Background: an optimization exercise with open tools, aiming at small area, a short achievable clock period and few clock cycles. Do not read the settings as production practice. In this exercise RTL edits were held to simulation tests only and were not proved equivalent to the original. The clock port is modelled as an ideal driver; clocking choices that lean on that would not hold on a real chip. Power figures rest on the tool's default switching activity, not on a simulated workload.

run 1:
// systolic_array_os
module systolic_array_os #(
  parameter int unsigned ROW   = sys_array_pkg::DefaultRow,
  parameter int unsigned COL   = sys_array_pkg::DefaultCol,
  parameter int unsigned ES    = sys_array_pkg::DefaultEs,
  parameter int unsigned K_MAX = sys_array_pkg::DefaultKMax,
  parameter int unsigned ACC_W = 2 * ES + $clog2(K_MAX)
) (
  input  logic                         clk,
  input  logic                         rst_n,
  input  logic                         start,
  input  logic [$clog2(K_MAX+1)-1:0]   k_len,
  input  logic                         signed_mode,
  input  logic                         in_vld,
  output logic                         in_rdy,
  input  logic [ROW*ES-1:0]            a_vec,
  input  logic [COL*ES-1:0]            b_vec,
  output logic                         out_vld,
  input  logic                         out_rdy,
  output logic [COL*ACC_W-1:0]         out_row,
  output logic [$clog2(ROW)-1:0]       out_row_idx,
  output logic                         out_last,
  output logic                         busy,
  output logic                         done
);
Size in the first run: ~440 flip-flops, ~170 I/O pins, about 0.052 sq mm of cells after synthesis.
==> flow/config.mk <==
export PLATFORM = sky130hd
export DESIGN_NAME = systolic_array_os
export DESIGN_NICKNAME = systolic_array_os
export VERILOG_FILES = /design/flow/design.v
export SDC_FILE = /design/flow/constraint.sdc
export NUM_CORES = 4
export LEC_CHECK = 0
export CAP_MARGIN = 5
export CORE_MARGIN = 2
export CORE_UTILIZATION = 60
export CTS_CLUSTER_DIAMETER = 100
export CTS_CLUSTER_SIZE = 40
export SLEW_MARGIN = 5
==> flow/constraint.sdc <==
create_clock -name core_clock -period 10.0 [get_ports {clk}]
set_input_delay 2.0000 -clock core_clock [delete_from_list [all_inputs] [get_ports {clk}]]
set_output_delay 2.0000 -clock core_clock [all_outputs]
set_load 0.01 [all_outputs]
standard.sh (not shown) runs the stock make flow with config.mk's settings and CLKGATE_MAP_FILE= SYNTH_SCRIPT=/design/flow/synth_recipe.tcl, a recipe that flattens the netlist after the stock synthesis.
==> flow/flow/run.sh <==
#!/bin/bash
# Standard ORFS layout with these changes:
#  - synthesis skips Yosys's early "abc -fast", so full adders are extracted from the
#    RTL's own adder expressions (no inverters between adder cells); registers are
#    unchanged,
#  - ports are buffered with buf_2 instead of a delay buffer,
#  - repair_timing aims at a tighter setup margin,
#  - after clock tree synthesis, the operand and per-job control registers are clocked
#    from a short branch of buffers on the clock port (flow/early_clock.tcl): their
#    clock arrives earlier, which helps only their paths into the accumulators (paths
#    between registers); their paths from the inputs lose the same time.
set -u
sed -e 's/synth -nofsm -noshare/synth -nofsm -noshare -noabc/' synth_recipe.tcl > synth_noabc.tcl
A=(SYNTH_SCRIPT=$PWD/synth_noabc.tcl "BUFFER_PORTS_ARGS=-buffer_cell sky130_fd_sc_hd__buf_2" SETUP_SLACK_MARGIN=5.45)
bash standard.sh "${A[@]}" cts > standard_cts.log 2>&1
ODB=$PWD/orfs/results/sky130hd/systolic_array_os/base/4_cts.odb openroad -exit flow/early_clock.tcl > early_clock.log 2>&1
bash standard.sh "${A[@]}" finish > standard_finish.log 2>&1
==> flow/flow/early_clock.tcl <==
# Give the operand and per-job control registers an earlier clock. After clock tree
# synthesis they are moved from the tree's leaves to a shorter branch: one buffer on the
# clock port feeding a few leaf buffers, each placed at the centre of a group of nearby
# registers. Only these registers' paths into the accumulators gain; paths from the
# inputs into them lose.
# usage: openroad -exit early_clock2.tcl   (env: ODB = the CTS database, edited in place)
read_db $::env(ODB)
set db [ord::get_db]
set block [ord::get_db_block]
set clk [$block findNet clk]
set top_master [$db findMaster sky130_fd_sc_hd__clkbuf_16]
set leaf_master [$db findMaster sky130_fd_sc_hd__clkbuf_16]
set ngroups 8
set sinks {}
foreach inst [$block getInsts] {
  if {[regexp {^(r_a_n|r_b_n|r_signed|r_clr)} [$inst getName]]} {
    set it [$inst findITerm CLK]
    if {$it ne "NULL" && $it ne ""} { lappend sinks $inst }
  }
}
puts "early-clock sinks: [llength $sinks]"
# k-means on the register locations
set pts {}
foreach inst $sinks { lappend pts [$inst getLocation] }
set cent {}
for {set g 0} {$g < $ngroups} {incr g} {
  lappend cent [lindex $pts [expr {($g * [llength $pts]) / $ngroups}]]
}
for {set iter 0} {$iter < 20} {incr iter} {
  set assign {}
  foreach p $pts {
    set best 0; set bd 1e30
    for {set g 0} {$g < $ngroups} {incr g} {
      lassign [lindex $cent $g] cx cy
      lassign $p px py
      set d [expr {abs($px - $cx) + abs($py - $cy)}]
      if {$d < $bd} { set bd $d; set best $g }
    }
    lappend assign $best
  }
  set newc {}
  for {set g 0} {$g < $ngroups} {incr g} {
    set sx 0; set sy 0; set n 0
    foreach p $pts a $assign { if {$a == $g} { lassign $p px py; set sx [expr {$sx + $px}]; set sy [expr {$sy + $py}]; incr n } }
    if {$n > 0} { lappend newc [list [expr {$sx / $n}] [expr {$sy / $n}]] } else { lappend newc [lindex $cent $g] }
  }
  set cent $newc
}
# top buffer on the clock port, at the centre of the leaf buffers
set top [odb::dbInst_create $block $top_master clkbuf_early_top]
set topnet [odb::dbNet_create $block clknet_early_top]
$topnet setSigType CLOCK
[$top findITerm A] connect $clk
[$top findITerm X] connect $topnet
set tx 0; set ty 0; set nc 0
for {set g 0} {$g < $ngroups} {incr g} {
  set members {}
  foreach inst $sinks a $assign { if {$a == $g} { lappend members $inst } }
  if {[llength $members] == 0} { continue }
  set buf [odb::dbInst_create $block $leaf_master clkbuf_early_$g]
  set net [odb::dbNet_create $block clknet_early_$g]
  $net setSigType CLOCK
  [$buf findITerm A] connect $topnet
  [$buf findITerm X] connect $net
  foreach inst $members {
    set it [$inst findITerm CLK]
    $it disconnect
    $it connect $net
  }
  lassign [lindex $cent $g] cx cy
  $buf setLocation $cx $cy
  $buf setPlacementStatus PLACED
  set tx [expr {$tx + $cx}]; set ty [expr {$ty + $cy}]; incr nc
  puts "clkbuf_early_$g drives [llength $members] registers"
}
$top setLocation [expr {$tx / $nc}] [expr {$ty / $nc}]
$top setPlacementStatus PLACED
detailed_placement
check_placement
write_db $::env(ODB)
Testbench counts of run 1, summed over its fixed seeds: cycles 12,017.
## Diff of input files: run 2 against run 1
diff --git a/flow/flow/run.sh b/flow/flow/run.sh
--- a/flow/flow/run.sh
+++ b/flow/flow/run.sh
@@ -12,5 +12,5 @@
 set -u
 sed -e 's/synth -nofsm -noshare/synth -nofsm -noshare -noabc/' synth_recipe.tcl > synth_noabc.tcl
-A=(SYNTH_SCRIPT=$PWD/synth_noabc.tcl "BUFFER_PORTS_ARGS=-buffer_cell sky130_fd_sc_hd__buf_2" SETUP_SLACK_MARGIN=5.45)
+A=(SYNTH_SCRIPT=$PWD/synth_noabc.tcl "BUFFER_PORTS_ARGS=-buffer_cell sky130_fd_sc_hd__buf_2" SETUP_SLACK_MARGIN=5.4)
 bash standard.sh "${A[@]}" cts > standard_cts.log 2>&1
 ODB=$PWD/orfs/results/sky130hd/systolic_array_os/base/4_cts.odb openroad -exit flow/early_clock.tcl > early_clock.log 2>&1
- Compared run 2 vs run 1, and post-route cell area is down in run 2.
- Run 2 ended up with a lower combinational cell fraction of total power than run 1 did.
- Met3 capacity usage during global routing, run 1 and run 2: lower on run 2
- Diff run 1 -> run 2 | filler-free cell count of the finished design | decrease of 107
- Detailed route wirelength on metal2 of run 2 falls short of that of run 1 by a few percent.
The following lists how run 3 was set up differently from run 2:
diff --git a/flow/flow/run.sh b/flow/flow/run.sh
--- a/flow/flow/run.sh
+++ b/flow/flow/run.sh
@@ -8,9 +8,9 @@
 #  - after clock tree synthesis, the operand and per-job control registers are clocked
 #    from a short branch of buffers on the clock port (flow/early_clock.tcl): their
-#    clock arrives earlier, which helps only their paths into the accumulators (paths
-#    between registers); their paths from the inputs lose the same time.
+#    clock arrives
+#    earlier, which helps only their paths into the accumulators (internal paths).
 set -u
 sed -e 's/synth -nofsm -noshare/synth -nofsm -noshare -noabc/' synth_recipe.tcl > synth_noabc.tcl
-A=(SYNTH_SCRIPT=$PWD/synth_noabc.tcl "BUFFER_PORTS_ARGS=-buffer_cell sky130_fd_sc_hd__buf_2" SETUP_SLACK_MARGIN=5.4)
+A=(SYNTH_SCRIPT=$PWD/synth_noabc.tcl "BUFFER_PORTS_ARGS=-buffer_cell sky130_fd_sc_hd__buf_2" SETUP_SLACK_MARGIN=5.5)
 bash standard.sh "${A[@]}" cts > standard_cts.log 2>&1
 ODB=$PWD/orfs/results/sky130hd/systolic_array_os/base/4_cts.odb openroad -exit flow/early_clock.tcl > early_clock.log 2>&1
- Run 3 completed; timing, DRC and antenna clean
- Taking run 2 as the reference point, the met3 track demand over resource of run 3 rises by 3.5 points.
- Compared run 3 vs run 2, and cell count along the critical path is down in run 3.
- Worst stage delay on the critical path for run 3: 0.53 ns down relative to run 2
- From run 2 to run 3 the numbers moved as follows: number of remaining DRC errors did not really move; post-detailed-routing wire length went up; power per unit of standard cell area went down; fraction of standard cell area in multi-input logic went down; design area went up.
- in2out as the type of the worst setup path was reported by run 3, and reg2out by run 2.
For run 4, these inputs were changed with respect to run 3:
- swapping 100 for 80 in CTS_CLUSTER_DIAMETER
- swapping 40 for 30 in CTS_CLUSTER_SIZE
==> flow/flow/run.sh <==
#!/bin/bash
# Standard ORFS layout with these changes:
#  - synthesis skips Yosys's early "abc -fast", so full adders are extracted from the
#    RTL's own adder expressions (no inverters between adder cells); registers are
#    unchanged,
#  - ports are buffered with buf_2 instead of a delay buffer,
#  - repair_timing aims at a tighter setup margin,
#  - after clock tree synthesis, the operand and per-job control registers are clocked
#    from a short branch of buffers on the clock port (flow/early_clock.tcl): their
#    clock arrives earlier, which helps only their paths into the accumulators (paths
#    between registers); their paths from the inputs lose the same time.
set -u
sed -e 's/synth -nofsm -noshare/synth -nofsm -noshare -noabc/' synth_recipe.tcl > synth_noabc.tcl
A=(SYNTH_SCRIPT=$PWD/synth_noabc.tcl "BUFFER_PORTS_ARGS=-buffer_cell sky130_fd_sc_hd__buf_2" SETUP_SLACK_MARGIN=5.4)
bash standard.sh "${A[@]}" cts > standard_cts.log 2>&1
ODB=$PWD/orfs/results/sky130hd/systolic_array_os/base/4_cts.odb NGROUPS=4 openroad -exit flow/early_clock.tcl > early_clock.log 2>&1
bash standard.sh "${A[@]}" finish > standard_finish.log 2>&1
diff --git a/flow/flow/early_clock.tcl b/flow/flow/early_clock.tcl
--- a/flow/flow/early_clock.tcl
+++ b/flow/flow/early_clock.tcl
@@ -10,6 +10,7 @@
 set clk [$block findNet clk]
 set top_master [$db findMaster sky130_fd_sc_hd__clkbuf_16]
-set leaf_master [$db findMaster sky130_fd_sc_hd__clkbuf_16]
-set ngroups 8
+set leaf_master [$db findMaster [expr {[info exists ::env(LEAF)] ? $::env(LEAF) : "sky130_fd_sc_hd__clkbuf_16"}]]
+set ngroups [expr {[info exists ::env(NGROUPS)] ? $::env(NGROUPS) : 8}]
+set onelevel [expr {[info exists ::env(ONELEVEL)] ? $::env(ONELEVEL) : 0}]
 set sinks {}
 foreach inst [$block getInsts] {
@@ -48,9 +49,13 @@
 }
 # top buffer on the clock port, at the centre of the leaf buffers
-set top [odb::dbInst_create $block $top_master clkbuf_early_top]
-set topnet [odb::dbNet_create $block clknet_early_top]
-$topnet setSigType CLOCK
-[$top findITerm A] connect $clk
-[$top findITerm X] connect $topnet
+if {$onelevel} {
+  set topnet $clk
+} else {
+  set top [odb::dbInst_create $block $top_master clkbuf_early_top]
+  set topnet [odb::dbNet_create $block clknet_early_top]
+  $topnet setSigType CLOCK
+  [$top findITerm A] connect $clk
+  [$top findITerm X] connect $topnet
+}
 set tx 0; set ty 0; set nc 0
 for {set g 0} {$g < $ngroups} {incr g} {
@@ -74,6 +79,8 @@
   puts "clkbuf_early_$g drives [llength $members] registers"
 }
-$top setLocation [expr {$tx / $nc}] [expr {$ty / $nc}]
-$top setPlacementStatus PLACED
+if {!$onelevel} {
+  $top setLocation [expr {$tx / $nc}] [expr {$ty / $nc}]
+  $top setPlacementStatus PLACED
+}
 detailed_placement
 check_placement
### Flow results
- Run 4 vs run 3: layout overhead on the synthesized area down in run 4
- Run 4 has non-clock buffer count below what run 3 had.
- Run 4 -> run 3: number of I/O port buffers delta 0, exact match
- Re count of clock-net buffers in the final layout: run 4 is 6 up on run 3.
- [compare] base=run 3 new=run 4: logic gate share of total power shows a reduction of 1.7 points; residual overflow from global routing was more or less identical.
- The run with more routed wire is run 3, not run 4.
- Between run 4 and run 3, the difference in overall power after layout is negligible.
For run 5, these inputs were changed with respect to run 4:
diff --git a/flow/flow/run.sh b/flow/flow/run.sh
--- a/flow/flow/run.sh
+++ b/flow/flow/run.sh
@@ -14,4 +14,4 @@
 A=(SYNTH_SCRIPT=$PWD/synth_noabc.tcl "BUFFER_PORTS_ARGS=-buffer_cell sky130_fd_sc_hd__buf_2" SETUP_SLACK_MARGIN=5.4)
 bash standard.sh "${A[@]}" cts > standard_cts.log 2>&1
-ODB=$PWD/orfs/results/sky130hd/systolic_array_os/base/4_cts.odb NGROUPS=4 openroad -exit flow/early_clock.tcl > early_clock.log 2>&1
+ODB=$PWD/orfs/results/sky130hd/systolic_array_os/base/4_cts.odb openroad -exit flow/early_clock.tcl > early_clock.log 2>&1
 bash standard.sh "${A[@]}" finish > standard_finish.log 2>&1
diff --git a/flow/flow/early_clock.tcl b/flow/flow/early_clock.tcl
--- a/flow/flow/early_clock.tcl
+++ b/flow/flow/early_clock.tcl
@@ -10,7 +10,6 @@
 set clk [$block findNet clk]
 set top_master [$db findMaster sky130_fd_sc_hd__clkbuf_16]
-set leaf_master [$db findMaster [expr {[info exists ::env(LEAF)] ? $::env(LEAF) : "sky130_fd_sc_hd__clkbuf_16"}]]
-set ngroups [expr {[info exists ::env(NGROUPS)] ? $::env(NGROUPS) : 8}]
-set onelevel [expr {[info exists ::env(ONELEVEL)] ? $::env(ONELEVEL) : 0}]
+set leaf_master [$db findMaster sky130_fd_sc_hd__clkbuf_16]
+set ngroups 8
 set sinks {}
 foreach inst [$block getInsts] {
@@ -49,13 +48,9 @@
 }
 # top buffer on the clock port, at the centre of the leaf buffers
-if {$onelevel} {
-  set topnet $clk
-} else {
-  set top [odb::dbInst_create $block $top_master clkbuf_early_top]
-  set topnet [odb::dbNet_create $block clknet_early_top]
-  $topnet setSigType CLOCK
-  [$top findITerm A] connect $clk
-  [$top findITerm X] connect $topnet
-}
+set top [odb::dbInst_create $block $top_master clkbuf_early_top]
+set topnet [odb::dbNet_create $block clknet_early_top]
+$topnet setSigType CLOCK
+[$top findITerm A] connect $clk
+[$top findITerm X] connect $topnet
 set tx 0; set ty 0; set nc 0
 for {set g 0} {$g < $ngroups} {incr g} {
@@ -79,8 +74,6 @@
   puts "clkbuf_early_$g drives [llength $members] registers"
 }
-if {!$onelevel} {
-  $top setLocation [expr {$tx / $nc}] [expr {$ty / $nc}]
-  $top setPlacementStatus PLACED
-}
+$top setLocation [expr {$tx / $nc}] [expr {$ty / $nc}]
+$top setPlacementStatus PLACED
 detailed_placement
 check_placement
## What came out
- Looking at the reports, run 5 completed the entire flow and the layout it produced met the timing, design-rule and antenna checks.
- Run 5 reports a lower share of power burned in registers than run 4 does.
- Compared with run 4, run 5 shows a share of power burned in the clock network that is 0.7 points higher.
- Post-layout total power was higher in the run labelled run 5.
- Row shortest clock period the worst path allows after layout: run 5 lower / run 4 higher
- Diff run 4 -> run 5: ratio of routed vias to standard cells level, final worst slack picked up an extra 0.023 ns.
- Summary of run 5 over run 4: internal cell power went up by 1.5%, design area was more or less identical, clock skew went down by 0.022 ns, share of cell area taken by multi-input logic gates went down by 0.17 points, met3 usage went up by 0.36 points.
## Diff of input files: run 6 against run 5
- changing CTS_CLUSTER_SIZE from 30 to 40
- changing CTS_CLUSTER_DIAMETER from 80 to 100
diff --git a/flow/flow/run.sh b/flow/flow/run.sh
--- a/flow/flow/run.sh
+++ b/flow/flow/run.sh
@@ -14,4 +14,4 @@
 A=(SYNTH_SCRIPT=$PWD/synth_noabc.tcl "BUFFER_PORTS_ARGS=-buffer_cell sky130_fd_sc_hd__buf_2" SETUP_SLACK_MARGIN=5.4)
 bash standard.sh "${A[@]}" cts > standard_cts.log 2>&1
-ODB=$PWD/orfs/results/sky130hd/systolic_array_os/base/4_cts.odb openroad -exit flow/early_clock.tcl > early_clock.log 2>&1
+ODB=$PWD/orfs/results/sky130hd/systolic_array_os/base/4_cts.odb NGROUPS=4 openroad -exit flow/early_clock.tcl > early_clock.log 2>&1
 bash standard.sh "${A[@]}" finish > standard_finish.log 2>&1
diff --git a/flow/flow/early_clock.tcl b/flow/flow/early_clock.tcl
--- a/flow/flow/early_clock.tcl
+++ b/flow/flow/early_clock.tcl
@@ -10,6 +10,7 @@
 set clk [$block findNet clk]
 set top_master [$db findMaster sky130_fd_sc_hd__clkbuf_16]
-set leaf_master [$db findMaster sky130_fd_sc_hd__clkbuf_16]
-set ngroups 8
+set leaf_master [$db findMaster [expr {[info exists ::env(LEAF)] ? $::env(LEAF) : "sky130_fd_sc_hd__clkbuf_16"}]]
+set ngroups [expr {[info exists ::env(NGROUPS)] ? $::env(NGROUPS) : 8}]
+set onelevel [expr {[info exists ::env(ONELEVEL)] ? $::env(ONELEVEL) : 0}]
 set sinks {}
 foreach inst [$block getInsts] {
@@ -48,9 +49,13 @@
 }
 # top buffer on the clock port, at the centre of the leaf buffers
-set top [odb::dbInst_create $block $top_master clkbuf_early_top]
-set topnet [odb::dbNet_create $block clknet_early_top]
-$topnet setSigType CLOCK
-[$top findITerm A] connect $clk
-[$top findITerm X] connect $topnet
+if {$onelevel} {
+  set topnet $clk
+} else {
+  set top [odb::dbInst_create $block $top_master clkbuf_early_top]
+  set topnet [odb::dbNet_create $block clknet_early_top]
+  $topnet setSigType CLOCK
+  [$top findITerm A] connect $clk
+  [$top findITerm X] connect $topnet
+}
 set tx 0; set ty 0; set nc 0
 for {set g 0} {$g < $ngroups} {incr g} {
@@ -74,6 +79,8 @@
   puts "clkbuf_early_$g drives [llength $members] registers"
 }
-$top setLocation [expr {$tx / $nc}] [expr {$ty / $nc}]
-$top setPlacementStatus PLACED
+if {!$onelevel} {
+  $top setLocation [expr {$tx / $nc}] [expr {$ty / $nc}]
+  $top setPlacementStatus PLACED
+}
 detailed_placement
 check_placement
| final worst slack | run 6 vs run 5 | 0.015 ns lower |. Run 6 — internal power 3.1% lower, run 5 as reference. Run 6 against run 5: critical path arrival went up by 0.02 ns, delay contributed by the slowest stage of the critical path was more or less identical, area of all placed cells without fillers went down by about 0.6%, fraction of met3 tracks used by global routing went down by 1.4 points, multi-input logic portion of the cell area went up by 0.45 points. As far as vias after detailed routing is concerned, run 5 and run 6 perform about the same.

afterwards: timing with drivers on the ports:
How much do the figures lean on ideal ports? The routed layouts below were timed once more, with nothing changed but the port constraints. Step 1: set_driving_cell puts a clkbuf_16 on clk and a buf_2 on each other input, an assumption about the parent block. Step 2, shift: input delay + t, output delay - t, t = (earliest + latest rising clock arrival at the registers) / 2. This alone moves slack from input paths to output paths. Slacks: ideal / step 1 / step 2; pairs: ideal / step 1.
| run | shift t [ns] | slack for setup (ns) | worst setup path at the end | clock arrival spread, ns |
|---|---|---|---|---|
| run 1 | 0.610 | 5.429 / 5.345 / 5.518 | register to register | 0.161 / 0.160 |
| run 2 | 0.591 | 5.433 / 5.355 / 5.536 | input to output | 0.196 / 0.196 |
| run 3 | 0.600 | 5.528 / 5.466 / 5.506 | input to output | 0.195 / 0.194 |
| run 4 | 0.590 | 5.414 / 5.333 / 5.522 | register to register | 0.244 / 0.245 |
| run 5 | 0.601 | 5.436 / 5.356 / 5.540 | input to output | 0.220 / 0.220 |
| run 6 | 0.577 | 5.421 / 5.344 / 5.542 | input to output | 0.239 / 0.239 |
After both steps setup and hold are still met in every run listed. For run 3, which loses most, drivers alone change the setup slack by -0.062 ns; drivers and shift together by -0.022 ns.
